What follows belongs to an exercise in optimizing a design on an open flow for small area, a short achievable clock period and few clock cycles; a production flow would make more cautious choices.
The RTL was checked by simulation tests, not by an equivalence proof against the original design.

<file path="flow/config.mk">
export PLATFORM = sky130hd
export DESIGN_NAME = ellipse_generator
export DESIGN_NICKNAME = ellipse_generator
export VERILOG_FILES = /design/flow/design.v
export SDC_FILE = /design/flow/constraint.sdc
export NUM_CORES = 4
export LEC_CHECK = 0
export ABC_CLOCK_PERIOD_IN_PS = 4000
export CAP_MARGIN = 20
export CORE_MARGIN = 2
export CORE_UTILIZATION = 55
export SETUP_SLACK_MARGIN = 4.0
export SLEW_MARGIN = 20
</file>
<file path="flow/constraint.sdc">
create_clock -name core_clock -period 8.5 [get_ports {clk}]
set_input_delay 1.7000 -clock core_clock [delete_from_list [all_inputs] [get_ports {clk}]]
set_output_delay 1.7000 -clock core_clock [all_outputs]
set_load 0.01 [all_outputs]
</file>
<file path="flow/design.v">
`default_nettype none
package ellipse_pkg;
  localparam int COORD_BITS = 12;               
  localparam int RAD_BITS   = COORD_BITS - 1;   
  typedef logic signed [COORD_BITS-1:0] coord_t;
  typedef logic [RAD_BITS-1:0] rad_t;
  typedef logic [2*RAD_BITS-1:0] sq_t;
  typedef logic [3*RAD_BITS-1:0] prod_t;
  typedef logic signed [3*RAD_BITS+1:0] err_t;
  typedef enum logic [2:0] {
    idle,    
    point,   
    setup,   
    arc,     
    flat,    
    done     
  } ctrl_state_t;
endpackage
`default_nettype wire
`default_nettype none
module ellipse_generator (
  input  logic        clk,
  input  logic        reset,
  input  logic        enable,
  input  logic        run,
  input  logic        ena_pause,
  input  logic [1:0]  quadrant,
  input  logic [11:0] xc,
  input  logic [11:0] yc,
  input  logic [11:0] xr,
  input  logic [11:0] yr,
  output logic        busy,
  output logic        pixel_data_rdy,
  output logic        ellipse_complete,
  output logic [11:0] x_coord,
  output logic [11:0] y_coord
);
  localparam int ST_IDLE  = 0;
  localparam int ST_POINT = 1;
  localparam int ST_PASS  = 2;
  localparam int ST_I1    = 3;
  localparam int ST_I2    = 4;
  localparam int ST_ARC   = 5;
  localparam int ST_FLAT  = 6;
  localparam int ST_DONE  = 7;
  logic [7:0]         st;         
  logic               half;       
  logic signed [11:0] rm, rn;     
  logic [11:0]        cxr, cyr;   
  logic [1:0]         quad;
  logic [3:0]         cnt;        
  logic signed [11:0] lx, ly;     
  logic signed [34:0] P;          
  logic               alpha_r, beta_r;
  logic signed [34:0] A;          
  logic signed [34:0] B;          
  logic signed [22:0] R;          
  logic signed [23:0] S;          
  logic signed [24:0] G;          
  logic valid, step;
  logic valid_out;                
  logic [11:0] x_next, y_next;
  assign valid = (st[ST_POINT]) || (st[ST_ARC]) || (st[ST_FLAT]);
  assign step  = enable && !(ena_pause && valid_out);
  assign pixel_data_rdy   = valid_out && !ena_pause;
  assign ellipse_complete = (st[ST_DONE]) && (!valid_out || (enable && !ena_pause));
  assign busy             = run || !((st[ST_IDLE]) || ellipse_complete);
  always_ff @(posedge clk or posedge reset) begin
    if (reset) begin
      valid_out <= 1'b0;
    end else if (step) begin
      valid_out <= valid;
    end
  end
  always_ff @(posedge clk) begin
    if (step) begin
      x_coord <= x_next;
      y_coord <= y_next;
    end
  end
  logic [11:0] u, v;
  assign u = half ? ly : lx;
  assign v = half ? lx : ly;
  logic [11:0] ux, vx;
  assign ux = u ^ {12{quad[0]}};
  assign vx = v ^ {12{quad[1]}};
  bk_add #(12) add_x (.a(cxr), .b(ux), .ci(quad[0]), .s(x_next));
  bk_add #(12) add_y (.a(cyr), .b(vx), .ci(quad[1]), .s(y_next));
  function automatic logic [1:0] half_kind(input logic signed [11:0] m, input logic signed [11:0] n);
    if (m >= 12'sd2) half_kind = 2'd2;
    else if ((n < 12'sd2) && (m >= 12'sd0)) half_kind = 2'd1;
    else half_kind = 2'd0;
  endfunction
  function automatic logic [3:0] top_bit(input logic [10:0] x);
    top_bit = 4'd0;
    for (int i = 0; i < 11; i++) if (x[i]) top_bit = i[3:0];
  endfunction
  logic [1:0]  k_acc, k_acc2, k_sw;
  logic        acc_swap;           
  logic        start_now;          
  logic [1:0]  start_kind;
  logic [11:0] start_n;            
  logic [3:0]  start_cnt;
  logic [12:0] start_3n;
  assign k_acc    = half_kind(xr, yr);
  assign k_acc2   = half_kind(yr, xr);
  assign k_sw     = half_kind(rn, rm);
  assign acc_swap = !(xr == 12'd0 && yr == 12'd0) && (k_acc == 2'd0);
  logic               dx;          
  logic               en_next;     
  logic signed [11:0] ly_step, lx_step;
  logic               flat_next;
  logic               half_end;    
  assign dx        = !P[34];
  logic signed [35:0] cmp_b, cmp_g, cmp_r, dif_g, dif_r;
  assign cmp_b = 36'(B);
  assign cmp_g = 36'(G);
  assign cmp_r = 36'(R);
  bk_add #(36) cmp_add_g (.a(cmp_b), .b(~cmp_g), .ci(1'b1), .s(dif_g));
  bk_add #(36) cmp_add_r (.a(cmp_b), .b(~cmp_r), .ci(1'b1), .s(dif_r));
  assign en_next   = dx ? !dif_g[35] : !dif_r[35];
  assign ly_step   = dx ? ly : ly - 12'sd1;
  assign lx_step   = lx + 12'sd1;
  logic flat_x, flat_d, lx_ok;
  assign lx_ok     = (lx < rm);
  assign flat_x    = (ly < 12'sd2) && lx_ok;
  assign flat_d    = (ly < 12'sd3) && (ly != -12'sd2048) && lx_ok;
  assign flat_next = dx ? flat_x : flat_d;
  assign half_end  = (st[ST_ARC])  ? (!en_next && !flat_next) :
                     (st[ST_FLAT]) ? (lx == rm) : 1'b0;
  assign start_n   = (st[ST_IDLE] || st[ST_DONE]) ? (acc_swap ? xr : yr) : rm;
  assign start_cnt = (st[ST_IDLE] || st[ST_DONE]) ? top_bit(xr[10:0] | yr[10:0])
                                                            : top_bit(rm[10:0] | rn[10:0]);
  assign start_3n  = {2'b00, start_n[10:0]} + {1'b0, start_n[10:0], 1'b0};
  logic [13:0] start_5n;
  assign start_5n  = {3'b000, start_n[10:0]} + {1'b0, start_n[10:0], 2'b00};
  always_ff @(posedge clk or posedge reset) begin
    if (reset) begin
      st <= 8'd1 << ST_IDLE;
      half  <= 1'b0;
    end else if (step) begin
      case (1'b1)
        st[ST_IDLE], st[ST_DONE]: begin
          if (run) begin
            half <= acc_swap;
            if (xr == 12'd0 && yr == 12'd0) st <= 8'd1 << ST_POINT;
            else if (k_acc == 2'd2) st <= 8'd1 << ST_PASS;
            else if (k_acc == 2'd1) st <= 8'd1 << ST_FLAT;
            else st <= (k_acc2 == 2'd2) ? (8'd1 << ST_PASS) : (k_acc2 == 2'd1) ? (8'd1 << ST_FLAT) : (8'd1 << ST_DONE);
          end else begin
            st <= 8'd1 << ST_IDLE;
          end
        end
        st[ST_POINT]: st <= 8'd1 << ST_DONE;
        st[ST_PASS]:  if (cnt == 4'd0) st <= 8'd1 << ST_I1;
        st[ST_I1]:    st <= 8'd1 << ST_I2;
        st[ST_I2]:    st <= 8'd1 << ST_ARC;
        st[ST_ARC], st[ST_FLAT]: begin
          if (half_end) begin
            if (!half) begin
              half  <= 1'b1;
              st <= (k_sw == 2'd2) ? (8'd1 << ST_PASS) : (k_sw == 2'd1) ? (8'd1 << ST_FLAT) : (8'd1 << ST_DONE);
            end else begin
              st <= 8'd1 << ST_DONE;
            end
          end else if (st[ST_ARC] && !en_next) begin
            st <= 8'd1 << ST_FLAT;
          end
        end
        default: st <= 8'd1 << ST_IDLE;
      endcase
    end
  end
  always_ff @(posedge clk) begin
    if (step) begin
      alpha_r <= (bit_i < 4'd12) && bit_m[bit_i];
      beta_r  <= (bit_i < 4'd12) && bit_n[bit_i];
    end
  end
  logic alpha, beta;              
  assign alpha = alpha_r;
  assign beta  = beta_r;
  logic [3:0] cnt_next;
  logic [11:0] bit_m, bit_n;      
  logic [3:0]  bit_i;
  assign cnt_next = cnt - 4'd1;
  logic        alpha0, beta0;     
  always_comb begin
    if (st[ST_IDLE] || st[ST_DONE]) begin
      bit_m = acc_swap ? yr : xr;
      bit_n = acc_swap ? xr : yr;
      bit_i = start_cnt - 4'd1;
    end else if (st[ST_PASS]) begin
      bit_m = rm;
      bit_n = rn;
      bit_i = cnt_next;
    end else begin
      bit_m = rn;
      bit_n = rm;
      bit_i = start_cnt - 4'd1;
    end
  end
  logic        start_arc;         
  assign start_arc = (st[ST_IDLE] || st[ST_DONE]) ? (acc_swap ? (k_acc2 == 2'd2) : (k_acc == 2'd2))
                                                            : (k_sw == 2'd2);
  assign alpha0 = start_arc && bit_m[start_cnt];
  assign beta0  = start_arc && bit_n[start_cnt];
  logic signed [34:0] nz, nzi;     
  assign nz  = 35'(rn[10:0]);
  assign nzi = ~nz;
  logic signed [34:0] p1, p2, a1, a2, b1, b2, sumP, sumA, sumB;
  logic               pc, ac;
  logic signed [24:0] r1, r2, sumR;
  logic               rc;
  always_comb begin
    p1 = P; p2 = dx ? A : B; pc = 1'b0;
    a1 = A; a2 = 35'(R) <<< 1; ac = 1'b0;
    b1 = B; b2 = dx ? (35'(R) <<< 1) : (35'(S) <<< 1);
    r1 = {R, 2'b00}; r2 = '0; rc = 1'b0;
    case (1'b1)
      st[ST_PASS]: begin
        p1 = P <<< 1;
        p2 = alpha ? 35'(G) : nzi;
        pc = !alpha;
        a1 = A <<< 2;
        a2 = alpha ? ~{22'd0, lx[10:0], 2'b01} : 35'sd0;
        ac = alpha;
        b1 = B <<< 2;
        b2 = alpha ? P : 35'sd0;
        r1 = 25'({R, 2'b00});
        r2 = beta ? ~{12'd0, ly[10:0], 2'b01} : 25'sd0;
        rc = beta;
      end
      st[ST_I1]: begin
        p1 = B;
        p2 = 35'(R);
        b1 = B <<< 1;
        b2 = 35'(R);
        r1 = A[24:0];
        r2 = 25'(R);
      end
      st[ST_I2]: begin
        p1 = P;
        p2 = A >>> 2;
        pc = rm[0];
        a1 = 35'(R);
        a2 = 35'(R) <<< 1;
        b1 = B;
        b2 = 35'(S) <<< 1;
        r1 = A[24:0];
        r2 = 25'(S);
      end
      default: ;
    endcase
  end
  bk_add #(35) add_p (.a(p1), .b(p2), .ci(pc), .s(sumP));
  bk_add #(35) add_a (.a(a1), .b(a2), .ci(ac), .s(sumA));
  bk_add #(35) add_b (.a(b1), .b(b2), .ci(1'b0), .s(sumB));
  bk_add #(25) add_r (.a(r1), .b(r2), .ci(rc), .s(sumR));
  always_ff @(posedge clk) begin
    if (step) begin
      case (1'b1)
        st[ST_IDLE], st[ST_DONE]: begin
          if (run) begin
            cxr  <= xc;
            cyr  <= yc;
            quad <= quadrant;
            lx   <= 12'(alpha0);
            ly   <= 12'(beta0);
            A    <= {35{alpha0}};
            B    <= alpha0 ? 35'(start_n[10:0]) : 35'sd0;
            R    <= {23{beta0}};
            P    <= alpha0 ? 35'(start_5n) : 35'(start_n[10:0]);
            G    <= 25'(start_3n);
            cnt  <= start_cnt - 4'd1;
            if (acc_swap) begin
              rm <= yr; rn <= xr;
            end else begin
              rm <= xr; rn <= yr;
            end
          end
        end
        st[ST_PASS]: begin
          P   <= sumP;
          A   <= sumA;
          B   <= sumB;
          R   <= sumR[22:0];
          lx  <= {lx[10:0], alpha};
          ly  <= {ly[10:0], beta};
          cnt <= cnt - 4'd1;
        end
        st[ST_I1]: begin
          P <= sumP;
          B <= sumB;
          S <= sumR[23:0];
        end
        st[ST_I2]: begin
          P  <= sumP;
          A  <= sumA;
          B  <= sumB;
          G  <= sumR;
          lx <= '0;
          ly <= rn;
        end
        st[ST_ARC]: begin
          lx <= lx_step;
          P  <= sumP;
          A  <= sumA;
          B  <= sumB;
          if (!dx) ly <= ly - 12'sd1;
          if (!en_next) begin
            if (flat_next) ly <= '0;
          end
        end
        st[ST_FLAT]: begin
          lx <= lx_step;
        end
        default: ;
      endcase
      if (half_end && !half) begin
        rm  <= rn;
        rn  <= rm;
        lx  <= 12'(alpha0);
        ly  <= 12'(beta0);
        A   <= {35{alpha0}};
        B   <= alpha0 ? 35'(start_n[10:0]) : 35'sd0;
        R   <= {23{beta0}};
        P   <= alpha0 ? 35'(start_5n) : 35'(start_n[10:0]);
        G   <= 25'(start_3n);
        cnt <= start_cnt - 4'd1;
      end
    end
  end
endmodule
`default_nettype wire
module bk_add #(parameter int N = 35) (
  input  logic [N-1:0] a,
  input  logic [N-1:0] b,
  input  logic         ci,
  output logic [N-1:0] s
);
  logic [N-1:0] p0, p, gg;
  always_comb begin
    p0 = a ^ b;
    p  = p0;
    gg = a & b;
    gg[0] = gg[0] | (p0[0] & ci);
    for (int i = 0; i < 6; i++) begin
      for (int j = 0; j < N; j++) begin
        if ((j % (2 ** (i + 1)) == 2 ** (i + 1) - 1) && (2 ** i < N)) begin
          gg[j] = gg[j] | (p[j] & gg[j - 2 ** i]);
          p[j]  = p[j] & p[j - 2 ** i];
        end
      end
    end
    for (int i = 5; i > 0; i--) begin
      for (int j = 0; j < N; j++) begin
        if ((j % (2 ** i) == 2 ** (i - 1) - 1) && (j >= 2 ** i) && (2 ** i < N)) begin
          gg[j] = gg[j] | (p[j] & gg[j - 2 ** (i - 1)]);
          p[j]  = p[j] & p[j - 2 ** (i - 1)];
        end
      end
    end
    s = p0 ^ {gg[N-2:0], ci};
  end
endmodule
</file>
<file path="flow/run.sh">
#!/bin/bash
# synth_recipe.tcl (not shown) runs the flow's synth.tcl, then flattens the netlist and writes it again
# the make line also repeats each setting of config.mk as NAME=value (left out here)
make -C /OpenROAD-flow-scripts/flow DESIGN_CONFIG=/design/flow/config.mk WORK_HOME=/design/flow/orfs CLKGATE_MAP_FILE= SYNTH_SCRIPT=/design/flow/synth_recipe.tcl finish
</file>
==> results.cfg, run 1 <==
[setup_path]
crit_type = in -> reg
r2r_cells = 21
critPathLaunchType = primary input
cp.required_ns = 8.81
critPathMaxFanout = 6
r2r-start = P[34]
crit_arrival_ns = 5.30
r2r-end = P[33]
r2r_slack_ns = 3.75
endpoint_kind = flop

[grt]
met3_usage_pct = 6.84
track_usage_pct = 37.3
grt_util_met1_pct = 52.4
grt_max_degree = 71
grt-busiest-layer = met2
grt_pass1_vias = 24600
grt_antenna_before_repair = 4
grt_pass1_wl_um = 150000
met2_usage_pct = 57.6
grt_overflow_total = 0

[timing]
setup_tns_ns = 0
period_share_pct = 58.6
hold_viol = 0
max_freq_mhz = 201
final_max_slew_viol_count = 0
slew_headroom_pct = 36.2
final.min_clock_period_ns = 4.99
skew_ns = 0.0291
finalSetupViolations = 0
rsz0062_at_grt = true
tightest_slew_ns = 0.956

[yosys]
synth_top_cell_area_share_pct = 30.6
syn_area_um2 = 27600
avgSynthCellArea_um2 = 9.12
synthCells = 3029
synth-main-ff-cell = edfxtp_1
synth_nets = 3403
synth-edff-count = 281
yosysWarnings = 5
ys_seq_area_share_pct = 31.5
synth-seq-cells = 291
synth_cell_types = 85
synth.area.top_cells = edfxtp_1 31%, ha_1 11%, mux2i_1 7.5%, fa_1 5.7%, a21oi_1 4.8%
async_flop_share_pct = 3.44
synth_common_cells = 281 x edfxtp_1, 271 x nand2_1, 265 x a21oi_1
post-synth-top-count-cell = edfxtp_1
synth.largest_area_cell = edfxtp_1

[worst_hold_path]
min_from = valid_out
holdPathEnd = valid_out
hold_depth = 2
hp-class = reg -> reg

[detailed_routing]
drt_wl_total_um = 102000
avgRoutedWirePerCell_um = 25.9
antenna_left = 0
drtPass1Iterations = 5
vias = 25800
drc = 0
viasPerCell = 6.54
dr.first_iter.drc_count = 2859

[final_layout]
fin_cells = 3944
layout.nets = 3616
n_fill_cell = 3936
drive_gt1_share_pct = 19.6
area_growth_syn_to_layout_pct = 23.9

[clock_network]
clockRootBuffer = clkbuf_16
clockBufferDepth = 3
numCtsBuffers = 39
clk-insertion-delay-late_ns = 0.59
clock_sinks = 291
cts_tree = built
clk_pin_slew_ns = 0.05
cts_hold_buf = 0
h-tree-depth = 2

[floorplan]
dieHeight_um = 228
fp.coreArea_um2 = 49900
ios = 82
start_util_pct = 55.4
die_area_um2 = 52000
die_x_um = 228
rows = 82

[placement]
io_buffer_count = 81
placed_cells = 3650
place_hpwl_um = 65100
gp_congestion = 0.920

[run_status]
status = finished clean

[job]
cap_violations = 0
## sequential cells by signal, summed over array words and instances (netlist names), 2 cells and up
| signal | flops |
|---|---|
| A | 35 |
| B | 35 |
| G | 25 |
| P | 35 |
| R | 23 |
| S | 24 |
| cnt | 4 |
| cxr | 12 |
| cyr | 12 |
| lx | 12 |
| ly | 12 |
| quad | 2 |
| rm | 12 |
| rn | 12 |
| st | 8 |
| x_coord | 12 |
| y_coord | 12 |
## worst max-delay path by stage
stage | endpoint | slack (ns) | startpoint | cells after the start
after global routing | P[9] | 3.38 | xr[5] | 19
after detailed placement | G[11] | 1.88 | yr[2] | 18
after floorplan | P[10] | 3.26 | xr[5] | 17
final | P[9] | 3.51 | xr[5] | 19
after CTS | P[10] | 3.49 | xr[1] | 18
after global placement | G[11] | 2.06 | yr[5] | 18
## metal layers
metal	up-vias	share of wire (%)
met4	6	4.1
li1	11500	-
met2	1438	45
met1	12600	41
met3	282	11
met5	-	0.034
## kinds of logic (layout without fill, tap and decap cells)
family | Yosys count | count (layout) | share of synthesized area, %
AOI/OAI and AO/OA | 899 | 901 | 20.4
and+or+nand+nor | 763 | 770 | 12.9
buffers and inverters | 378 | 609 | 5.25
adders and majority gates | 319 | 319 | 16.6
DFF | 291 | 291 | 31.5
muxes | 243 | 243 | 9.05
xor gates and xnor gates | 135 | 135 | 4.28
other | 1 | 4 | 0.0136
## worst max-delay path, stage by stage
cell and delay (ns):
buf_8 0.10, or4_4 0.54, nor4_4 0.35, a21oi_4 0.15
buf_6 0.18, a22oi_2 0.24, a21oi_4 0.14, buf_6 0.17
buf_4 0.13, ha_4 0.22, a21o_1 0.16, a21oi_2 0.15
o21bai_1 0.10, a21oi_2 0.17, o21bai_1 0.09, a21oi_2 0.17
xor2_1 0.16, nor3_1 0.08, o31a_1 0.29
## cell usage in the layout (no fill, tap or decap), drive strengths merged, types with 15 or more instances in the layout
cell type / netlist / final
edfxtp: 281 / 281
nor3: 31 / 31
and2: 35 / 36
inv: 204 / 204
a211oi: 33 / 33
nand2: 272 / 272
a22oi: 35 / 35
xnor2: 89 / 89
o22ai: 15 / 15
nor2: 223 / 223
nand4: 26 / 26
a21o: 91 / 91
a31oi: 21 / 21
o21ai: 242 / 242
ha: 240 / 240
a221o: 17 / 17
o21bai: 28 / 28
clkinv: 1 / 17
clkbuf: 145 / 58
clkdlybuf4s50: 0 / 58
mux2i: 207 / 207
nand3: 32 / 34
a21oi: 266 / 268
or2: 19 / 21
xor2: 46 / 46
o21a: 45 / 45
nand2b: 20 / 20
buf: 28 / 246
fa: 79 / 79
mux2: 34 / 34
nor2b: 24 / 24
nor4: 20 / 20
## per-stage QoR
stage	hold WS [ns]	utilization (%)	instance area, um^2	setup slack, ns
global placement	0.525	58.8	29300	2.06
CTS	0.527	65.9	32800	3.49
finish	0.529	68.6	34200	3.51
detailed placement	0.545	58.8	29300	1.88
floorplan	0.498	-	28200	3.26
global route	0.545	68.6	34200	3.38
## repair_timing
| action | in CTS | in global routing |
|---|---|---|
| pin swaps | 112 | 119 |
| resized for setup | 267 | 169 |
| gates cloned | 18 | 9 |
| setup endpoints to repair | 394 | 358 |
| setup buffers | 116 | 80 |
## final cells by class
type	instances	area, um^2	area share [%]
multi-input combinational	2369	19100	55.7
sequential	291	8700	25.4
timing repair buffer	336	3630	10.6
clock buffer	48	1030	3.01
tap	672	841	2.46
inverter	205	778	2.27
clock inverter	20	158	0.461
antenna	3	7.51	0.0219
Testbench counts, summed over its fixed seeds: cycles 112,045.
==> inputs of run 2 (changes only) <==
--- a/flow/config.mk
+++ b/flow/config.mk
@@ -9,5 +9,5 @@
 export CAP_MARGIN = 20
 export CORE_MARGIN = 2
 export CORE_UTILIZATION = 55
-export SETUP_SLACK_MARGIN = 4.0
+export SETUP_SLACK_MARGIN = 4.4
 export SLEW_MARGIN = 20
==> results.cfg, run 2 <==
[yosys]
yosysWarnings = 5
avgSynthCellArea_um2 = 9.12
async_flop_share_pct = 3.44
synth-compound-area-share_pct = 20.4
synthMuxAreaShare_pct = 9.05
synth_adder_area_share_pct = 16.6
synth_top_cell_area_share_pct = 30.6
synth_common_cells = 281 x edfxtp_1, 271 x nand2_1, 265 x a21oi_1
synth_cell_types = 85
synth_top_family_by_area = compound AO/OA/AOI/OAI gates
post-synth-top-count-cell = edfxtp_1
synth.largest_area_cell = edfxtp_1
yosys.area_share.simple_pct = 12.9
synth-seq-cells = 291
syn_area_um2 = 27600
synth_xor_xnor_area_share_pct = 4.28
synthCells = 3029
synth_nets = 3403
synth-main-ff-cell = edfxtp_1
ys_seq_area_share_pct = 31.5
synth.area.top_cells = edfxtp_1 31%, ha_1 11%, mux2i_1 7.5%, fa_1 5.7%, a21oi_1 4.8%
synth-edff-count = 281

[floorplan]
rows = 82
dieHeight_um = 228
die_area_um2 = 52000
start_util_pct = 55.4
die_x_um = 228
fp.coreArea_um2 = 49900
ios = 82

[final_layout]
layout_commonest_cell = edfxtp_1
area_growth_syn_to_layout_pct = 29.7
reg_top3 = A: 35 flops, B: 35 flops, P: 35 flops
fin_util_pct = 71.8
fin_area_um2 = 35800
n_fill_cell = 3788
drive_gt1_share_pct = 23.9
fin_cells = 4013
mostFrequentLayoutCells = 281 x edfxtp_1, 261 x nand2_1, 219 x ha_1, 203 x o21ai_0, 202 x nor2_1
layout.nets = 3684

[timing]
final_max_slew_viol_count = 0
setup_tns_ns = 0
tightest_slew_ns = 0.937
hold_viol = 0
slew_headroom_pct = 37.5
whs_ns = 0.559
period_share_pct = 59.5
finalSetupViolations = 0
max_freq_mhz = 198
final.min_clock_period_ns = 5.06
skew_ns = 0.0165
rsz0062_at_grt = true

[clock_network]
clockRootBuffer = clkbuf_16
cts_tree = built
numCtsBuffers = 39
clk-insertion-delay-late_ns = 0.59
clockBufferDepth = 3
clk_pin_slew_ns = 0.06
h-tree-depth = 2
cts_hold_buf = 0
clock_sinks = 291

[setup_path]
cp.required_ns = 8.82
endpoint_kind = flop
r2r_slack_ns = 3.66
critPathMaxFanout = 4
crit_arrival_ns = 5.38
critPathLaunchType = primary input
crit_type = in -> reg

[detailed_routing]
dr.first_iter.drc_count = 3230
drt_wl_total_um = 105000
avgRoutedWirePerCell_um = 26.3
viasPerCell = 6.57
drc = 0
vias = 26400
drtPass1Iterations = 6
antenna_left = 0

[placement]
gp_congestion = 0.902
place_hpwl_um = 63700
dpl_cell_area_um2 = 29600
placed_cells = 3644
io_buffer_count = 81

[job]
cap_violations = 0

[grt]
grt_pass1_wl_um = 155000
track_usage_pct = 38.6
grt_pass1_vias = 25200
grt_max_degree = 85
grt_antenna_before_repair = 3
grt_overflow_total = 0

[run_status]
status = finished clean

[worst_hold_path]
hp-class = reg -> reg
-- run 2: cell counts after synthesis --
Identical to the previous run, type by type.
-- run 2: routing by layer --
metal / part of all wire [%] / up-vias / global-route usage [%]
met5: 0 / - / 0
met4: 5.8 / 0 / 18.3
met3: 11 / 370 / 8.83
met2: 44 / 1528 / 59.4
met1: 39 / 12800 / 51.7
li1: - / 11600 / -
-- run 2: kinds of logic after synthesis --
kind of cell / Yosys count
buffers and inverters: 378
adders and majority gates: 319
xor gates and xnor gates: 135
and+or+nand+nor: 763
DFF: 291
AOI/OAI and AO/OA: 899
other: 1
muxes: 243
-- run 2: final timing paths --
check                      startpoint  endpoint  cells after the start
hold reg to reg                 st[0]     st[0]                      2
max in group asynchronous       reset     st[3]                      2
min in group asynchronous       reset     st[5]                      2
setup / recovery                xr[5]     P[10]                     18
setup reg to reg                st[3]     R[22]                     17
hold / removal                  st[0]     st[0]                      2
-- run 2: what timing repair did --
item,4_1_cts,5_1_grt
pin swaps,155,127
hold endpoints to repair,0,0
cloned,25,10
resized for setup,386,154
buffers inserted,186,76
endpoints found under the setup margin,442,390
-- run 2: layout make-up --
class                      instances  area [um^2]  area share (%)
antenna                            3         7.51          0.0210
clock buffer                      48         1010            2.82
clock inverter                    21          153           0.426
inverter                         205          806            2.25
multi-input combinational       2368        19700            55.1
sequential                       291         8700            24.3
tap                              672          841            2.35
timing repair buffer             405         4550            12.7
-- run 2: through the flow --
| stage | worst slack [ns] |
|---|---|
| after detailed placement | 1.92 |
| after global placement | 2.03 |
| after CTS | 3.55 |
| after global routing | 3.33 |
| after floorplan | 3.26 |
| final | 3.44 |
-- run 2: worst max-delay path, cell delays in order --
cell	delay, ns
buf_8	0.09
or4_4	0.54
nor4_4	0.41
a21oi_4	0.15
buf_12	0.19
mux2i_4	0.23
a21oi_4	0.13
ha_4	0.22
fa_2	0.35
a21o_1	0.18
a21oi_2	0.16
o21bai_1	0.11
a21oi_2	0.16
nor2b_1	0.07
o21a_1	0.19
or3_1	0.35
nand4_1	0.08
a31oi_1	0.08
==> inputs of run 3 (changes only) <==
--- a/flow/design.v
+++ b/flow/design.v
@@ -112,13 +112,18 @@
   logic               flat_next;
   logic               half_end;    
   assign dx        = !P[34];
-  logic signed [35:0] cmp_b, cmp_g, cmp_r, dif_g, dif_r;
-  assign cmp_b = 36'(B);
-  assign cmp_g = 36'(G);
-  assign cmp_r = 36'(R);
-  bk_add #(36) cmp_add_g (.a(cmp_b), .b(~cmp_g), .ci(1'b1), .s(dif_g));
-  bk_add #(36) cmp_add_r (.a(cmp_b), .b(~cmp_r), .ci(1'b1), .s(dif_r));
-  assign en_next   = dx ? !dif_g[35] : !dif_r[35];
+  logic        b_top_ones;
+  logic        ge_g, ge_r;
+  assign b_top_ones = &B[34:24];
+  logic [25:0] cb, cg, cr, dg, dr;
+  assign cb = {B[24], B[24:0]};
+  assign cg = ~{G[24], G};
+  assign cr = ~{{3{R[22]}}, R};
+  bk_add #(26) cmp_add_g (.a(cb), .b(cg), .ci(1'b1), .s(dg));
+  bk_add #(26) cmp_add_r (.a(cb), .b(cr), .ci(1'b1), .s(dr));
+  assign ge_g    = !dg[25];
+  assign ge_r    = !dr[25];
+  assign en_next = !B[34] || (b_top_ones && (dx ? ge_g : ge_r));
   assign ly_step   = dx ? ly : ly - 12'sd1;
   assign lx_step   = lx + 12'sd1;
   logic flat_x, flat_d, lx_ok;
@@ -208,51 +213,55 @@
   logic signed [34:0] nz, nzi;     
   assign nz  = 35'(rn[10:0]);
   assign nzi = ~nz;
-  logic signed [34:0] p1, p2, a1, a2, b1, b2, sumP, sumA, sumB;
+  logic signed [34:0] p1, p2, p2a, a1, a2, b1, b2, b2a, sumP, sumA, sumB;
   logic               pc, ac;
   logic signed [24:0] r1, r2, sumR;
   logic               rc;
   always_comb begin
-    p1 = P; p2 = dx ? A : B; pc = 1'b0;
+    p1 = P; p2a = B; pc = 1'b0;
     a1 = A; a2 = 35'(R) <<< 1; ac = 1'b0;
-    b1 = B; b2 = dx ? (35'(R) <<< 1) : (35'(S) <<< 1);
+    b1 = B; b2a = 35'(S) <<< 1;
     r1 = {R, 2'b00}; r2 = '0; rc = 1'b0;
     case (1'b1)
       st[ST_PASS]: begin
         p1 = P <<< 1;
-        p2 = alpha ? 35'(G) : nzi;
+        p2a = alpha ? 35'(G) : nzi;
         pc = !alpha;
         a1 = A <<< 2;
         a2 = alpha ? ~{22'd0, lx[10:0], 2'b01} : 35'sd0;
         ac = alpha;
         b1 = B <<< 2;
-        b2 = alpha ? P : 35'sd0;
+        b2a = alpha ? P : 35'sd0;
         r1 = 25'({R, 2'b00});
         r2 = beta ? ~{12'd0, ly[10:0], 2'b01} : 25'sd0;
         rc = beta;
       end
       st[ST_I1]: begin
         p1 = B;
-        p2 = 35'(R);
+        p2a = 35'(R);
         b1 = B <<< 1;
-        b2 = 35'(R);
+        b2a = 35'(R);
         r1 = A[24:0];
         r2 = 25'(R);
       end
       st[ST_I2]: begin
         p1 = P;
-        p2 = A >>> 2;
+        p2a = A >>> 2;
         pc = rm[0];
         a1 = 35'(R);
         a2 = 35'(R) <<< 1;
         b1 = B;
-        b2 = 35'(S) <<< 1;
+        b2a = 35'(S) <<< 1;
         r1 = A[24:0];
         r2 = 25'(S);
       end
       default: ;
     endcase
   end
+  logic dxw;
+  assign dxw = st[ST_ARC] && dx;
+  assign p2 = dxw ? A : p2a;
+  assign b2 = dxw ? (35'(R) <<< 1) : b2a;
   bk_add #(35) add_p (.a(p1), .b(p2), .ci(pc), .s(sumP));
   bk_add #(35) add_a (.a(a1), .b(a2), .ci(ac), .s(sumA));
   bk_add #(35) add_b (.a(b1), .b(b2), .ci(1'b0), .s(sumB));
--- a/flow/config.mk
+++ b/flow/config.mk
@@ -5,9 +5,7 @@
 export SDC_FILE = /design/flow/constraint.sdc
 export NUM_CORES = 4
 export LEC_CHECK = 0
-export ABC_CLOCK_PERIOD_IN_PS = 4000
 export CAP_MARGIN = 20
 export CORE_MARGIN = 2
 export CORE_UTILIZATION = 55
-export SETUP_SLACK_MARGIN = 4.4
 export SLEW_MARGIN = 20
==> results.cfg, run 3 <==
[setup_path]
endpoint_kind = flop
crit_start = yr[11]
r2r-start = st[3]
r2r_slack_ns = 2.21
cp-endpoint = P[12]
r2r-end = P[23]
cp.required_ns = 8.83
critPathMaxFanout = 17
r2r_cells = 19
crit_type = in -> reg
critPathLaunchType = primary input
crit_arrival_ns = 6.86

[timing]
final_max_slew_viol_count = 0
tightest_slew_ns = 1.05
whs_ns = 0.550
final.min_clock_period_ns = 6.53
slew_headroom_pct = 30.2
period_share_pct = 76.8
finalSetupViolations = 0
rsz0062_at_grt = false
hold_viol = 0
skew_ns = 0.0195
max_freq_mhz = 153
setup_tns_ns = 0

[grt]
grt_antenna_before_repair = 1
grt_max_degree = 166
grt_pass1_vias = 23400
grt_overflow_total = 0
grt_pass1_wl_um = 140000
track_usage_pct = 35.7

[detailed_routing]
antenna_left = 0
drt_wl_total_um = 91800
dr.first_iter.drc_count = 2690
viasPerCell = 6.48
drc = 0
vias = 24100
drtPass1Iterations = 6
avgRoutedWirePerCell_um = 24.7

[clock_network]
clock_sinks = 291
clockRootBuffer = clkbuf_16
cts_setup_buffers = 0
cts_tree = built
post_cts_resized = 0
h-tree-depth = 2
clk-insertion-delay-late_ns = 0.59
clk_pin_slew_ns = 0.05
numCtsBuffers = 39
clockBufferDepth = 3
cts_hold_buf = 0

[final_layout]
multi_input_area_um2 = 17400
regArea_um2 = 8700
layout.nets = 3381
reg_top3 = A: 35 flops, B: 35 flops, P: 35 flops
mostFrequentLayoutCells = 310 x nand2_1, 281 x edfxtp_1, 250 x o21ai_0, 241 x nor2_1, 240 x a21oi_1
area_growth_syn_to_layout_pct = 9.42
n_fill_cell = 4337
drive_gt1_share_pct = 6.19
fin_util_pct = 61.1
layout_commonest_cell = nand2_1
antennaDiodeCount = 0

[placement]
gp_congestion = 0.945
place_hpwl_um = 65600
io_buffer_count = 81

[worst_hold_path]
hp-class = reg -> reg

[yosys]
yosysWarnings = 5
ys_seq_area_share_pct = 31.7
post-synth-top-count-cell = nand2_1
synth-edff-count = 281
synth_nets = 3402
synth_top_cell_area_share_pct = 30.7
synth.largest_area_cell = edfxtp_1
synth_cell_types = 96
avgSynthCellArea_um2 = 9.01
synth-seq-cells = 291
synth.area.top_cells = edfxtp_1 31%, ha_1 10%, mux2i_1 6.6%, fa_1 5.8%, o21ai_0 4.6%
synthCells = 3048
syn_area_um2 = 27500
synth-main-ff-cell = edfxtp_1
async_flop_share_pct = 3.44
synth_common_cells = 311 x nand2_1, 281 x edfxtp_1, 251 x o21ai_0

[floorplan]
start_util_pct = 55.9
die_x_um = 227
fp.coreArea_um2 = 49200
ios = 82
dieHeight_um = 227
rows = 81
die_area_um2 = 51700

[job]
cap_violations = 0

[run_status]
status = finished clean
run 3: how the worst min path moves through the flow:
stage	startpoint	to	slack, ns	cells past startpoint
2_1_floorplan	valid_out	valid_out	0.51	2
3_3_place_gp	st[0]	st[0]	0.53	2
3_5_place_dp	st[0]	st[0]	0.54	2
4_1_cts	st[0]	st[0]	0.55	2
5_1_grt	cyr[0]	y_coord[0]	0.60	1
6_report	st[0]	st[0]	0.55	2
run 3: area by class of cell:
type,count,share of cell area (%)
inverters,189,2.38
clock inverters,22,0.879
flip-flops and latches,291,29.0
multi-input cells,2382,57.9
clock buffers,47,3.35
repair buffers,124,3.82
well taps,664,2.77
run 3: layer usage:
| metal | track usage, % | wire length, um | vias up |
|---|---|---|---|
| met4 | 13.0 | 3310 | 2 |
| met5 | 0 | 13 | - |
| met1 | 49.7 | 39400 | 11700 |
| met3 | 7.43 | 8460 | 187 |
| met2 | 55.1 | 40600 | 1118 |
| li1 | - | - | 11100 |
run 3: kinds of logic after synthesis:
family	count (synthesis)	synth area share [%]
compound gates	890	20.6
xor+xnor	139	4.43
fa+ha+maj	299	15.8
buf+inv	375	5.46
flops	291	31.7
mux	210	7.83
other cells	1	0.0137
simple gates	843	14.2
run 3: stage by stage:
stage | instance area (um^2) | std cells | worst slack [ns]
after floorplan | 27500 | 3048 | 1.84
after global placement | 28800 | 3650 | 1.56
after detailed placement | 28800 | 3650 | 1.48
after CTS | 30000 | 3719 | 2.07
after global routing | 30000 | 3719 | 1.64
final | 30000 | 3719 | 1.97
run 3: worst max-delay path: stages:
cell             delay, ns
clkdlybuf4s50_1       0.57
nor4_1                0.40
nand4b_2              0.33
a21oi_4               0.66
mux2i_1               0.53
a21oi_1               0.30
ha_1                  0.30
fa_1                  0.46
a21o_1                0.17
a21oi_1               0.23
o21bai_1              0.10
a21oi_1               0.24
o21ai_0               0.20
a21oi_1               0.18
nor2_1                0.06
xor2_1                0.14
a31o_2                0.27
Testbench counts of run 3, summed over its fixed seeds: cycles 112,045.
==> inputs of run 4 (changes only) <==
--- a/flow/config.mk
+++ b/flow/config.mk
@@ -8,4 +8,5 @@
 export CAP_MARGIN = 20
 export CORE_MARGIN = 2
 export CORE_UTILIZATION = 55
+export SETUP_SLACK_MARGIN = 3.0
 export SLEW_MARGIN = 20
==> results.cfg, run 4 <==
[run_status]
status = finished clean

[grt]
grt_pass1_vias = 23600
grt_max_degree = 127
grt_pass1_wl_um = 142000
grt_overflow_total = 0
grt_antenna_before_repair = 2
track_usage_pct = 36.1

[placement]
place_ws_ns = 1.43
io_buffer_count = 81
place_hpwl_um = 66300
placed_cells = 3651
gp_congestion = 0.926

[timing]
hold_viol = 0
final_max_slew_viol_count = 0
final.min_clock_period_ns = 5.42
max_freq_mhz = 184
finalSetupViolations = 0
setup_ws_ns = 3.08
slew_headroom_pct = 32.0
setup_tns_ns = 0
skew_ns = 0.0256
period_share_pct = 63.8
whs_ns = 0.561
rsz0062_at_grt = true
tightest_slew_ns = 1.01

[clock_network]
numCtsBuffers = 38
clockRootBuffer = clkbuf_16
cts_tree = built
clk-insertion-delay-late_ns = 0.59
clockBufferDepth = 3
clock_sinks = 291
clk_pin_slew_ns = 0.06
h-tree-depth = 2

[setup_path]
r2r_cells = 11
r2r_slack_ns = 3.08
crit_arrival_ns = 5.62
cp_cell_sequence = ha_1 > a21o_1 > a211o_1 > a2111oi_0 > a31oi_1 > o21ai_1 > nand4_1 > a21oi_1 > o21ai_0 > a31oi_4 > buf_4
r2r-start = B[13]
cp.required_ns = 8.70
cp-endpoint = A[21]
crit_buf_inv = 1
path_depth = 11
critPathLaunchType = flop
crit_type = reg -> reg
cp_top_family = compound AO/OA/AOI/OAI gates
critPathMaxFanout = 43
crit_slowest_cell = a2111oi_0
max_stage_delay_ns = 0.84
r2r-end = A[21]
crit_start = B[13]
endpoint_kind = flop

[final_layout]
antennaDiodeCount = 0
n_fill_cell = 4250
area_growth_syn_to_layout_pct = 11.6
layout_commonest_cell = nand2_1
reg_top3 = A: 35 flops, B: 35 flops, P: 35 flops
mostFrequentLayoutCells = 310 x nand2_1, 281 x edfxtp_1, 248 x o21ai_0, 241 x nor2_1, 232 x a21oi_1
fin_cells = 3746
drive_gt1_share_pct = 8.08
layout.nets = 3411

[floorplan]
rows = 81
ios = 82
start_util_pct = 55.9
die_x_um = 227
fp.coreArea_um2 = 49200
die_area_um2 = 51700
dieHeight_um = 227

[yosys]
synthCells = 3048
post-synth-top-count-cell = nand2_1
yosysWarnings = 5
synth-main-ff-cell = edfxtp_1
synth_nets = 3402
syn_area_um2 = 27500
avgSynthCellArea_um2 = 9.01
synth-edff-count = 281
synth.area.top_cells = edfxtp_1 31%, ha_1 10%, mux2i_1 6.6%, fa_1 5.8%, o21ai_0 4.6%
synth-seq-cells = 291
synth_top_cell_area_share_pct = 30.7
synth.largest_area_cell = edfxtp_1
synth_cell_types = 96
ys_seq_area_share_pct = 31.7
synth_common_cells = 311 x nand2_1, 281 x edfxtp_1, 251 x o21ai_0
async_flop_share_pct = 3.44

[detailed_routing]
viasPerCell = 6.55
drc = 0
vias = 24600
avgRoutedWirePerCell_um = 25.1
antenna_left = 0
drt_wl_total_um = 93900
drtPass1Iterations = 10
dr.first_iter.drc_count = 3000

[worst_hold_path]
hp-class = reg -> reg

[job]
cap_violations = 0
## run 4: logic make-up after synthesis
group | synth area share [%]
and+or+nand+nor | 14.2
AOI/OAI and AO/OA | 20.6
buffers and inverters | 5.46
muxes | 7.83
adders and majority gates | 15.8
other | 0.0137
xor gates and xnor gates | 4.43
DFF | 31.7
## run 4: worst min path at each step
stage | cells after the start | startpoint | to | slack (ns)
after floorplan | 2 | valid_out | valid_out | 0.51
after global placement | 2 | st[0] | st[0] | 0.54
after detailed placement | 2 | valid_out | valid_out | 0.55
after CTS | 2 | valid_out | valid_out | 0.56
after global routing | 2 | st[0] | st[0] | 0.58
final | 2 | valid_out | valid_out | 0.56
## run 4: metrics by stage
step	utilization, %	cell area, um^2
floorplan	-	27500
global placement	58.5	28800
detailed placement	58.6	28800
CTS	61.6	30300
finish	62.3	30600
global route	62.3	30600
## run 4: routing by layer
layer	vias up	routed length, um	global-route usage, %
met5	-	0	0
met4	0	3460	12.8
met3	187	10000	7.29
met2	1296	41100	54.9
met1	11900	39300	51.0
li1	11100	-	-
## run 4: cell type report
type                       instances  area, um^2  area share, %
tap                              664         831           2.71
clock inverter                    22         270          0.882
timing repair buffer             154        1540           5.02
inverter                         189         718           2.35
sequential                       291        8700           28.4
multi-input combinational       2383       17600           57.4
clock buffer                      43         990           3.23
## run 4: what timing repair did
item                                    CTS  global route
pin swaps                                 5            11
hold endpoints to repair                  0             0
endpoints found under the setup margin  110           104
cloned                                    2             0
hold buffers                              0             0
resized for setup                        28            42
setup buffers                             9            19
## run 4: worst min-delay path, cell delays in order, from the launching register on
cell	delay, ns
dfrtp_1	0.35
o21ai_0	0.10
o21ai_0	0.07
==> inputs of run 5 (changes only) <==
--- a/flow/config.mk
+++ b/flow/config.mk
@@ -5,8 +5,9 @@
 export SDC_FILE = /design/flow/constraint.sdc
 export NUM_CORES = 4
 export LEC_CHECK = 0
+export ABC_AREA = 1
 export CAP_MARGIN = 20
 export CORE_MARGIN = 2
-export CORE_UTILIZATION = 55
-export SETUP_SLACK_MARGIN = 3.0
+export CORE_UTILIZATION = 65
+export SETUP_SLACK_MARGIN = 3.5
 export SLEW_MARGIN = 20
==> results.cfg, run 5 <==
[grt]
grt_antenna_before_repair = 0
grt_pass1_vias = 25800
track_usage_pct = 44.8
grt_max_degree = 113
grt_overflow_total = 0
grt_pass1_wl_um = 144000

[yosys]
synth-main-ff-cell = edfxtp_1
syn_area_um2 = 26500
synth_nets = 3663
synth.area.top_cells = edfxtp_1 32%, ha_1 10%, nand2_1 8.1%, inv_1 6.4%, fa_1 6.0%
yosysWarnings = 5
synth_cell_types = 61
synth-seq-cells = 291
async_flop_share_pct = 3.44
ys_seq_area_share_pct = 32.8
synth-edff-count = 281
avgSynthCellArea_um2 = 8.00
post-synth-top-count-cell = nand2_1
synth_top_cell_area_share_pct = 31.9
synth_common_cells = 569 x nand2_1, 453 x inv_1, 282 x o21ai_0
synth.largest_area_cell = edfxtp_1
synthCells = 3309

[placement]
place_hpwl_um = 66000
gp_congestion = 1.01
io_buffer_count = 81

[detailed_routing]
wl_met1_um = 33800
wl_met2_um = 41500
drtPass1Iterations = 9
drt_wl_total_um = 96000
antenna_left = 0
viasPerCell = 6.73
dr.first_iter.drc_count = 4251
drc = 0
vias = 26500
maxUsedRoutingLayer = met4
met3WireLength_um = 13500
avgRoutedWirePerCell_um = 24.3

[timing]
final_max_slew_viol_count = 0
finalSetupViolations = 0
slew_headroom_pct = 31.9
tightest_slew_ns = 1.02
final.min_clock_period_ns = 4.93
max_freq_mhz = 203
hold_viol = 0
rsz0062_at_grt = true
whs_ns = 0.542
setup_tns_ns = 0
skew_ns = 0.0240
period_share_pct = 58.0

[clock_network]
numCtsBuffers = 36
cts_hold_buf = 0
clockBufferDepth = 3
clk-insertion-delay-late_ns = 0.59
clock_sinks = 291
cts_tree = built
clockRootBuffer = clkbuf_16
h-tree-depth = 2
clk_pin_slew_ns = 0.06

[setup_path]
crit_type = reg -> reg
critPathLaunchType = flop
crit_path_frequent_cell = nand2_1
crit_slowest_cell = nor2_1
max_stage_delay_ns = 0.68
critPathMaxFanout = 64
crit_arrival_ns = 5.20
cp.required_ns = 8.77
cp_cell_sequence = inv_1 > ha_1 > o21ai_0 > nand2_1 > nand2_1 > nand2_1 > nand2_1 > nand2_1 > nand2_1 > nand2_1 > nand2_1 > nand2_1 > nand2_1 > nand2_1 > nand3_1 > nand2_1 > nand2_1 > nand4_1 > buf_4 > nand2_8 > nor2_1 > nor2_4 > buf_6
endpoint_kind = flop

[floorplan]
rows = 73
dieHeight_um = 206
fp.coreArea_um2 = 39900
ios = 82
start_util_pct = 66.3
die_x_um = 206
die_area_um2 = 42300

[worst_hold_path]
hp-class = reg -> reg

[final_layout]
layout.nets = 3746
layout_commonest_cell = nand2_1
drive_gt1_share_pct = 9.39
n_fill_cell = 2990
antennaDiodeCount = 0
mostFrequentLayoutCells = 560 x nand2_1, 433 x inv_1, 281 x edfxtp_1, 267 x o21ai_0, 247 x nor2_1
area_growth_syn_to_layout_pct = 13.2
reg_top3 = A: 35 flops, B: 35 flops, P: 35 flops

[run_status]
status = finished clean

[job]
cap_violations = 0
-- run 5: cell families after synthesis --
family	count (synthesis)	share of synthesized area, %
simple gates	1111	17.5
compound gates	861	19.8
buf+inv	622	9.30
fa+ha+maj	299	16.4
flops	291	32.8
xor+xnor	122	4.04
mux	2	0.0757
other cells	1	0.0142
-- run 5: metrics by stage --
step                worst slack [ns]  area [um^2]  cells  util, %
global route                    3.42        30000   3943     75.1
global placement                2.23        27600   3795     69.1
detailed placement              2.06        27600   3795     69.1
finish                          3.57        30000   3943     75.1
CTS                             3.45        29500   3919     73.9
floorplan                       3.51        26500   3309        -
-- run 5: path summary, 6_finish.rpt --
check	startpoint	end	slack, ns	cells after the start
max	R[1]	B[21]	3.57	23
min	st[1]	valid_out	0.54	2
max reg2reg	R[1]	B[21]	3.57	23
min reg2reg	st[1]	valid_out	0.54	2
max in group asynchronous	reset	st[3]	6.64	2
min in group asynchronous	reset	valid_out	1.46	2
-- run 5: routing by layer --
| layer | up-vias | global-route usage (%) |
|---|---|---|
| met5 | - | 0 |
| met4 | 0 | 27.7 |
| met3 | 495 | 12.2 |
| met2 | 2135 | 68.8 |
| met1 | 12300 | 56.1 |
| li1 | 11700 | - |
-- run 5: cell type report --
class | instances | area (um^2) | share of cell area (%)
timing repair buffer | 193 | 1860 | 6.22
sequential | 291 | 8700 | 29.0
clock buffer | 40 | 916 | 3.06
clock inverter | 24 | 293 | 0.977
inverter | 466 | 1780 | 5.95
multi-input combinational | 2403 | 15700 | 52.6
timing repair inverter | 1 | 5.00 | 0.0167
tap | 525 | 657 | 2.19
-- run 5: worst max-delay path: cells and delay by family, from the launching register on --
kind                     cells  cell delay, ns
AO/OA/AOI/OAI                1            0.07
AND/OR/NAND/NOR             18            2.84
adder cells (fa/ha/maj)      1            0.30
flip-flops                   1            0.43
buffers and inverters        3            0.83
-- run 5: repair_timing --
action | 4_1_cts | 5_1_grt
endpoints found under the setup margin | 198 | 187
pin swaps | 11 | 21
setup buffers | 52 | 20
cloned | 8 | 2
gates resized for setup | 83 | 76
==> inputs of run 6 (changes only) <==
--- a/flow/config.mk
+++ b/flow/config.mk
@@ -5,7 +5,6 @@
 export SDC_FILE = /design/flow/constraint.sdc
 export NUM_CORES = 4
 export LEC_CHECK = 0
-export ABC_AREA = 1
 export CAP_MARGIN = 20
 export CORE_MARGIN = 2
 export CORE_UTILIZATION = 65
==> results.cfg, run 6 <==
[floorplan]
fp.coreArea_um2 = 41900
die_area_um2 = 43900
dieHeight_um = 210
die_x_um = 210
start_util_pct = 65.6
ios = 82
rows = 75

[placement]
dpl_cell_area_um2 = 28700
io_buffer_count = 81
place_hpwl_um = 64000
gp_congestion = 0.980

[yosys]
synth.largest_area_cell = edfxtp_1
yosysWarnings = 5
synth.area.top_cells = edfxtp_1 31%, ha_1 10%, mux2i_1 6.6%, fa_1 5.8%, o21ai_0 4.6%
avgSynthCellArea_um2 = 9.01
synthCells = 3048
synth_common_cells = 311 x nand2_1, 281 x edfxtp_1, 251 x o21ai_0
async_flop_share_pct = 3.44
syn_area_um2 = 27500
synth_nets = 3402
synth_top_cell_area_share_pct = 30.7
synth-main-ff-cell = edfxtp_1
synth-seq-cells = 291
ys_seq_area_share_pct = 31.7
synth_cell_types = 96
synth-edff-count = 281
post-synth-top-count-cell = nand2_1

[worst_hold_path]
hold_depth = 2
hp-class = reg -> reg
min_from = st[0]
holdPathEnd = st[0]

[timing]
skew_ns = 0.0347
tightest_slew_ns = 1.07
rsz0062_at_grt = true
setup_tns_ns = 0
finalSetupViolations = 0
slew_headroom_pct = 28.7
max_freq_mhz = 201
hold_viol = 0
final.min_clock_period_ns = 4.98
period_share_pct = 58.6
whs_ns = 0.555
final_max_slew_viol_count = 0

[clock_network]
cts_hold_buf = 0
clockBufferDepth = 3
clk_pin_slew_ns = 0.06
h-tree-depth = 2
clk-insertion-delay-late_ns = 0.60
clock_sinks = 291
numCtsBuffers = 36
clockRootBuffer = clkbuf_16
cts_tree = built

[detailed_routing]
viasPerCell = 7.01
antenna_left = 0
drtPass1Iterations = 12
vias = 25700
drt_wl_total_um = 95400
drc = 0
dr.first_iter.drc_count = 3786
avgRoutedWirePerCell_um = 26.1

[final_layout]
mostFrequentLayoutCells = 309 x nand2_1, 281 x edfxtp_1, 241 x o21ai_0, 238 x nor2_1, 224 x a21oi_1
fin_util_pct = 74.0
reg_top3 = A: 35 flops, B: 35 flops, P: 35 flops
layout.nets = 3446
area_growth_syn_to_layout_pct = 12.8
n_fill_cell = 3066
layout_commonest_cell = nand2_1
drive_gt1_share_pct = 10.7
fin_area_um2 = 31000
multi_input_area_um2 = 17900
regArea_um2 = 8700

[grt]
grt_pass1_vias = 24800
track_usage_pct = 42.2
grt_antenna_before_repair = 3
grt_overflow_total = 0
grt_pass1_wl_um = 143000
grt_max_degree = 130

[run_status]
status = finished clean

[setup_path]
r2r-start = alpha_r
crit_type = reg -> reg
endpoint_kind = flop
critPathMaxFanout = 21
crit_arrival_ns = 5.27
cp.required_ns = 8.79
critPathLaunchType = flop
r2r-end = B[31]
r2r_slack_ns = 3.52
r2r_cells = 20

[job]
cap_violations = 0
-- run 6: cell types whose count changed after synthesis, moves of 38 or more --
cell / change
mux2i_1: +178
a22oi_1: -38
nand2_1: -258
o22ai_1: -41
xnor2_1: +50
a21oi_1: +57
nand3_1: -152
a21o_1: +55
inv_1: -265
-- run 6: per-stage QoR --
stage	instances	setup WS, ns
after CTS	3627	3.51
after global placement	3519	2.12
after global routing	3658	3.40
after detailed placement	3519	2.01
after floorplan	3048	3.32
final	3659	3.52
-- run 6: area by class of cell --
type                            count  share of cell area [%]
Inverter                          189                    2.33
Tap cell                          539                    2.18
Sequential cell                   291                    28.1
Clock buffer                       47                    3.04
Multi-Input combinational cell   2383                    57.8
Timing Repair Buffer              191                    6.16
Antenna cell                        1                 0.00808
Clock inverter                     18                   0.388
-- run 6: worst max-delay path by stage --
stage / from / to / slack [ns]
5_1_grt: alpha_r / B[31] / 3.40
6_report: alpha_r / B[31] / 3.52
4_1_cts: st[3] / P[22] / 3.51
2_1_floorplan: yr[1] / G[12] / 3.32
3_3_place_gp: yr[1] / G[12] / 2.12
3_5_place_dp: yr[1] / G[11] / 2.01
-- run 6: timing repair --
item	CTS	global route
resized for setup	95	93
pin swaps	16	36
buffers inserted	39	28
setup endpoints to repair	198	176
gates cloned	4	2
-- run 6: cell families (layout without fill, tap and decap cells) --
logic type | after synthesis | count (layout) | share of synthesized area, %
AOI/OAI and AO/OA | 890 | 890 | 20.6
muxes | 210 | 210 | 7.83
DFF | 291 | 291 | 31.7
buffers and inverters | 375 | 445 | 5.46
and+or+nand+nor | 843 | 844 | 14.2
other | 1 | 2 | 0.0137
xor gates and xnor gates | 139 | 139 | 4.43
adders and majority gates | 299 | 299 | 15.8
-- run 6: metal layers --
layer | GRT usage (%) | up-vias | share of wire [%]
met5 | 0 | - | 0.12
met4 | 22.1 | 2 | 5.7
met3 | 10.7 | 385 | 14
met2 | 63.6 | 1950 | 43
met1 | 56.4 | 12100 | 38
li1 | - | 11200 | -
-- run 6: critical path: stages, from the launching register on --
cell,delay [ns]
edfxtp_1,0.44
buf_12,0.20
and2_4,0.25
buf_4,0.25
a21oi_1,0.20
nor2_1,0.06
a21oi_1,0.23
inv_1,0.08
ha_1,0.30
and4_1,0.24
o211ai_1,0.30
nor3_4,0.46
o2111ai_1,0.24
a21oi_1,0.26
o21ai_0,0.12
nand2b_1,0.14
a21o_1,0.14
a21oi_1,0.08
fa_1,0.46
xor2_1,0.15
nor2_1,0.05
==> inputs of run 7 (changes only) <==
--- a/flow/config.mk
+++ b/flow/config.mk
@@ -5,8 +5,9 @@
 export SDC_FILE = /design/flow/constraint.sdc
 export NUM_CORES = 4
 export LEC_CHECK = 0
+export ABC_AREA = 1
 export CAP_MARGIN = 20
 export CORE_MARGIN = 2
 export CORE_UTILIZATION = 65
-export SETUP_SLACK_MARGIN = 3.5
+export SETUP_SLACK_MARGIN = 3.0
 export SLEW_MARGIN = 20
==> results.cfg, run 7 <==
[job]
cap_violations = 0

[yosys]
synth-seq-cells = 291
yosysWarnings = 5
synth-main-ff-cell = edfxtp_1
synth_nets = 3663
async_flop_share_pct = 3.44
syn_area_um2 = 26500
synth.area.top_cells = edfxtp_1 32%, ha_1 10%, nand2_1 8.1%, inv_1 6.4%, fa_1 6.0%
post-synth-top-count-cell = nand2_1
synth-edff-count = 281
synth_cell_types = 61
ys_seq_area_share_pct = 32.8
avgSynthCellArea_um2 = 8.00
synthCells = 3309
synth_top_cell_area_share_pct = 31.9
synth.largest_area_cell = edfxtp_1
synth_common_cells = 569 x nand2_1, 453 x inv_1, 282 x o21ai_0

[grt]
grt_overflow_total = 0
grt_pass1_vias = 25500
track_usage_pct = 43.9
grt_pass1_wl_um = 142000
grt_antenna_before_repair = 2
grt_max_degree = 77

[final_layout]
n_fill_cell = 2988
fin_area_um2 = 29300
layout.nets = 3696
mostFrequentLayoutCells = 565 x nand2_1, 444 x inv_1, 281 x edfxtp_1, 274 x o21ai_0, 250 x nor2_1
reg_top3 = A: 35 flops, B: 35 flops, P: 35 flops
multi_input_area_um2 = 15500
regArea_um2 = 8690
layout_commonest_cell = nand2_1
drive_gt1_share_pct = 6.83
area_growth_syn_to_layout_pct = 10.7

[setup_path]
endpoint_kind = flop
critPathLaunchType = primary input
r2r-end = P[23]
r2r_slack_ns = 3.20
critPathMaxFanout = 10
max_stage_delay_ns = 0.47
crit_arrival_ns = 5.66
crit_path_frequent_cell = nand2_1
cp.required_ns = 8.83
crit_slowest_cell = fa_1
r2r_cells = 24
r2r-start = st[3]
crit_type = in -> reg

[worst_hold_path]
holdPathEnd = st[0]
min_from = st[0]
hp-class = reg -> reg
hold_depth = 2

[clock_network]
h-tree-depth = 2
cts_hold_buf = 0
numCtsBuffers = 36
cts_tree = built
clock_sinks = 291
clk_pin_slew_ns = 0.06
clockRootBuffer = clkbuf_16
clk-insertion-delay-late_ns = 0.58
clockBufferDepth = 3

[timing]
final_max_slew_viol_count = 0
tightest_slew_ns = 1.06
setup_tns_ns = 0
max_freq_mhz = 188
slew_headroom_pct = 28.8
skew_ns = 0.0331
whs_ns = 0.530
final.min_clock_period_ns = 5.33
rsz0062_at_grt = true
finalSetupViolations = 0
period_share_pct = 62.7
hold_viol = 0

[floorplan]
dieHeight_um = 206
start_util_pct = 66.3
ios = 82
die_area_um2 = 42300
rows = 73
fp.coreArea_um2 = 39900
die_x_um = 206

[detailed_routing]
antenna_left = 0
dr.first_iter.drc_count = 4426
drc = 0
drtPass1Iterations = 9
drt_wl_total_um = 93500
viasPerCell = 6.79
vias = 26500
avgRoutedWirePerCell_um = 24.0

[placement]
io_buffer_count = 81
gp_congestion = 0.981
dpl_cell_area_um2 = 27600
place_hpwl_um = 66900

[run_status]
status = finished clean
==> run 7: critical path, delay by kind of cell <==
kind	cells	cell delay (ns)
adder cells (fa/ha/maj)	2	0.73
buffers and inverters	3	0.73
XOR/XNOR	1	0.10
AND/OR/NAND/NOR	14	1.47
AO/OA/AOI/OAI	5	0.91
==> run 7: logic make-up after synthesis <==
family                     Yosys count  synth area share [%]
muxes                                2                0.0757
other                                1                0.0142
xor gates and xnor gates           122                  4.04
adders and majority gates          299                  16.4
buffers and inverters              622                  9.30
DFF                                291                  32.8
AOI/OAI and AO/OA                  861                  19.8
and+or+nand+nor                   1111                  17.5
==> run 7: metal layers <==
metal,track usage (%),vias to the layer above,share of wire (%),wire length (um)
met5,0,-,0.020,19
met4,26.6,4,7.1,6640
met3,11.5,472,14,12700
met2,67.1,2098,43,40300
met1,55.7,12300,36,33900
li1,-,11500,-,-
==> run 7: worst max-delay path by stage <==
stage	to	slack, ns	cells after the start	startpoint
after floorplan	B[0]	3.05	5	enable
after global placement	P[31]	2.10	17	P[34]
after detailed placement	P[12]	2.14	26	xr[8]
after CTS	G[23]	2.95	25	st[3]
after global routing	G[23]	2.92	25	st[4]
final	G[11]	3.17	25	xr[8]
==> run 7: repair_timing <==
action,4_1_cts,5_1_grt
pin swaps,1,3
cloned,3,1
setup endpoints to repair,71,69
gates resized for setup,19,36
endpoints found under the hold margin,0,0
buffers inserted,10,16
==> run 7: cell type report <==
type                            instances  area share [%]
Clock inverter                         26            1.14
Timing Repair Buffer                  147            4.67
Multi-Input combinational cell       2399            53.1
Sequential cell                       291            29.7
Clock buffer                           38            3.10
Tap cell                              525            2.24
Inverter                              466            6.05
Timing Repair inverter                  1          0.0171
Antenna cell                            1         0.00854
==> run 7: per-stage QoR <==
step                      worst slack (ns)  utilization, %  std cells
after floorplan                       3.05               -       3309
final                                 3.17            73.4       3894
after CTS                             2.95            72.7       3875
after detailed placement              2.14            69.1       3798
after global placement                2.10            69.1       3798
after global routing                  2.92            73.4       3893
==> inputs of run 8 (changes only) <==
--- a/flow/config.mk
+++ b/flow/config.mk
@@ -9,5 +9,5 @@
 export CAP_MARGIN = 20
 export CORE_MARGIN = 2
 export CORE_UTILIZATION = 65
-export SETUP_SLACK_MARGIN = 3.0
+export SETUP_SLACK_MARGIN = 4.5
 export SLEW_MARGIN = 20
==> results.cfg, run 8 <==
[yosys]
synth_common_cells = 569 x nand2_1, 453 x inv_1, 282 x o21ai_0
synthCells = 3309
synth.largest_area_cell = edfxtp_1
synth_cell_types = 61
syn_area_um2 = 26500
synth-seq-cells = 291
ys_seq_area_share_pct = 32.8
avgSynthCellArea_um2 = 8.00
synth.area.top_cells = edfxtp_1 32%, ha_1 10%, nand2_1 8.1%, inv_1 6.4%, fa_1 6.0%
async_flop_share_pct = 3.44
post-synth-top-count-cell = nand2_1
yosysWarnings = 5
synth_nets = 3663
synth_top_cell_area_share_pct = 31.9
synth-edff-count = 281
synth-main-ff-cell = edfxtp_1

[clock_network]
clockRootBuffer = clkbuf_16
cts_hold_buf = 0
clockBufferDepth = 3
h-tree-depth = 2
clock_sinks = 291
numCtsBuffers = 37

[grt]
grt_max_degree = 53
grt_overflow_total = 70
track_usage_pct = 72.7

[floorplan]
ios = 82
dieHeight_um = 206
die_x_um = 206
rows = 73
start_util_pct = 66.3

[run_status]
stop_stage = global routing
status = did not finish
tool.error = [ERROR GRT-0232] Routing congestion too high. Check the congestion heatmap in the GUI.

[placement]
place_hpwl_um = 66000
io_buffer_count = 81
dpl_cell_area_um2 = 27800
gp_congestion = 1.01

[timing]
worstEpCategory = register input
worst_endpoint = P[12]$_DFFE_PP_/D
-- run 8: cell counts after synthesis --
Identical to the previous run, type by type.
-- run 8: kinds of logic after synthesis --
kind of cell,share of synthesized area (%)
multiplexers,0.0757
adder cells (fa/ha/maj),16.4
AO/OA/AOI/OAI,19.8
other,0.0142
AND/OR/NAND/NOR,17.5
flip-flops,32.8
buffers and inverters,9.30
XOR/XNOR,4.04
-- run 8: how the worst max path moves through the flow --
stage | start | endpoint | slack (ns) | cells after the start
2_1_floorplan | yr[3] | P[12] | 3.61 | 27
3_3_place_gp | xr[10] | P[12] | 2.62 | 25
3_5_place_dp | xr[8] | P[12] | 2.48 | 25
4_1_cts | st[2] | P[22] | 4.14 | 22
-- run 8: per-stage QoR --
| stage | hold slack [ns] | worst slack, ns | cells |
|---|---|---|---|
| 4_1_cts | 0.548 | 4.14 | 4110 |
| 3_3_place_gp | 0.527 | 2.62 | 3797 |
| 3_5_place_dp | 0.538 | 2.48 | 3797 |
| 2_1_floorplan | 0.494 | 3.61 | 3309 |
-- run 8: metal layers --
layer,GRT usage [%],GRT overflow
met5,28.0,0
met4,67.6,36
met3,56.9,1
met2,90.2,30
met1,73.9,3
-- run 8: what timing repair did --
item | CTS
gates cloned | 24
buffers inserted | 221
gates resized for setup | 520
pin swaps | 136
endpoints found under the setup margin | 390

==> what the ideal ports hide <==
No port has a modelled driver above. Below, the same layouts with a new extraction and two added sets of constraints.
Step 1 sets driving cells, clkbuf_16 on the clock port and buf_2 on the other inputs (assumed; they add their load-dependent delay and slew).
Step 2 adds t to the input delays and takes it off the output delays; t is the mean of the earliest and latest rising clock arrival at the registers after step 1. Input paths then give back, and output paths get back, about the clock's delay inside the block.
a / b / c = no drivers / after step 1 / after step 2; a / b = the first two.
| run | t (ns) | slack for setup (ns) | worst setup path at the end | clock arrival spread, ns | worst slew at a driven data input, ns |
|---|---|---|---|---|---|
| run 1 | 0.639 | 3.515 / 3.537 / 2.899 | input to register | 0.029 / 0.029 | 0.08 |
| run 2 | 0.648 | 3.439 / 3.461 / 2.813 | input to register | 0.016 / 0.016 | 0.07 |
| run 3 | 0.641 | 1.969 / 2.007 / 1.366 | input to register | 0.020 / 0.020 | 0.07 |
| run 4 | 0.636 | 3.078 / 3.077 / 2.573 | input to register | 0.026 / 0.026 | 0.08 |
| run 5 | 0.632 | 3.567 / 3.567 / 3.063 | input to register | 0.024 / 0.024 | 0.07 |
| run 6 | 0.637 | 3.520 / 3.520 / 3.007 | input to register | 0.034 / 0.035 | 0.07 |
| run 7 | 0.633 | 3.169 / 3.196 / 2.574 | input to register | 0.033 / 0.033 | 0.05 |
After both steps setup and hold are still met in every run listed. The setup slack of run 2, which loses most, moves by +0.022 ns with the drivers and by -0.626 ns with both steps.
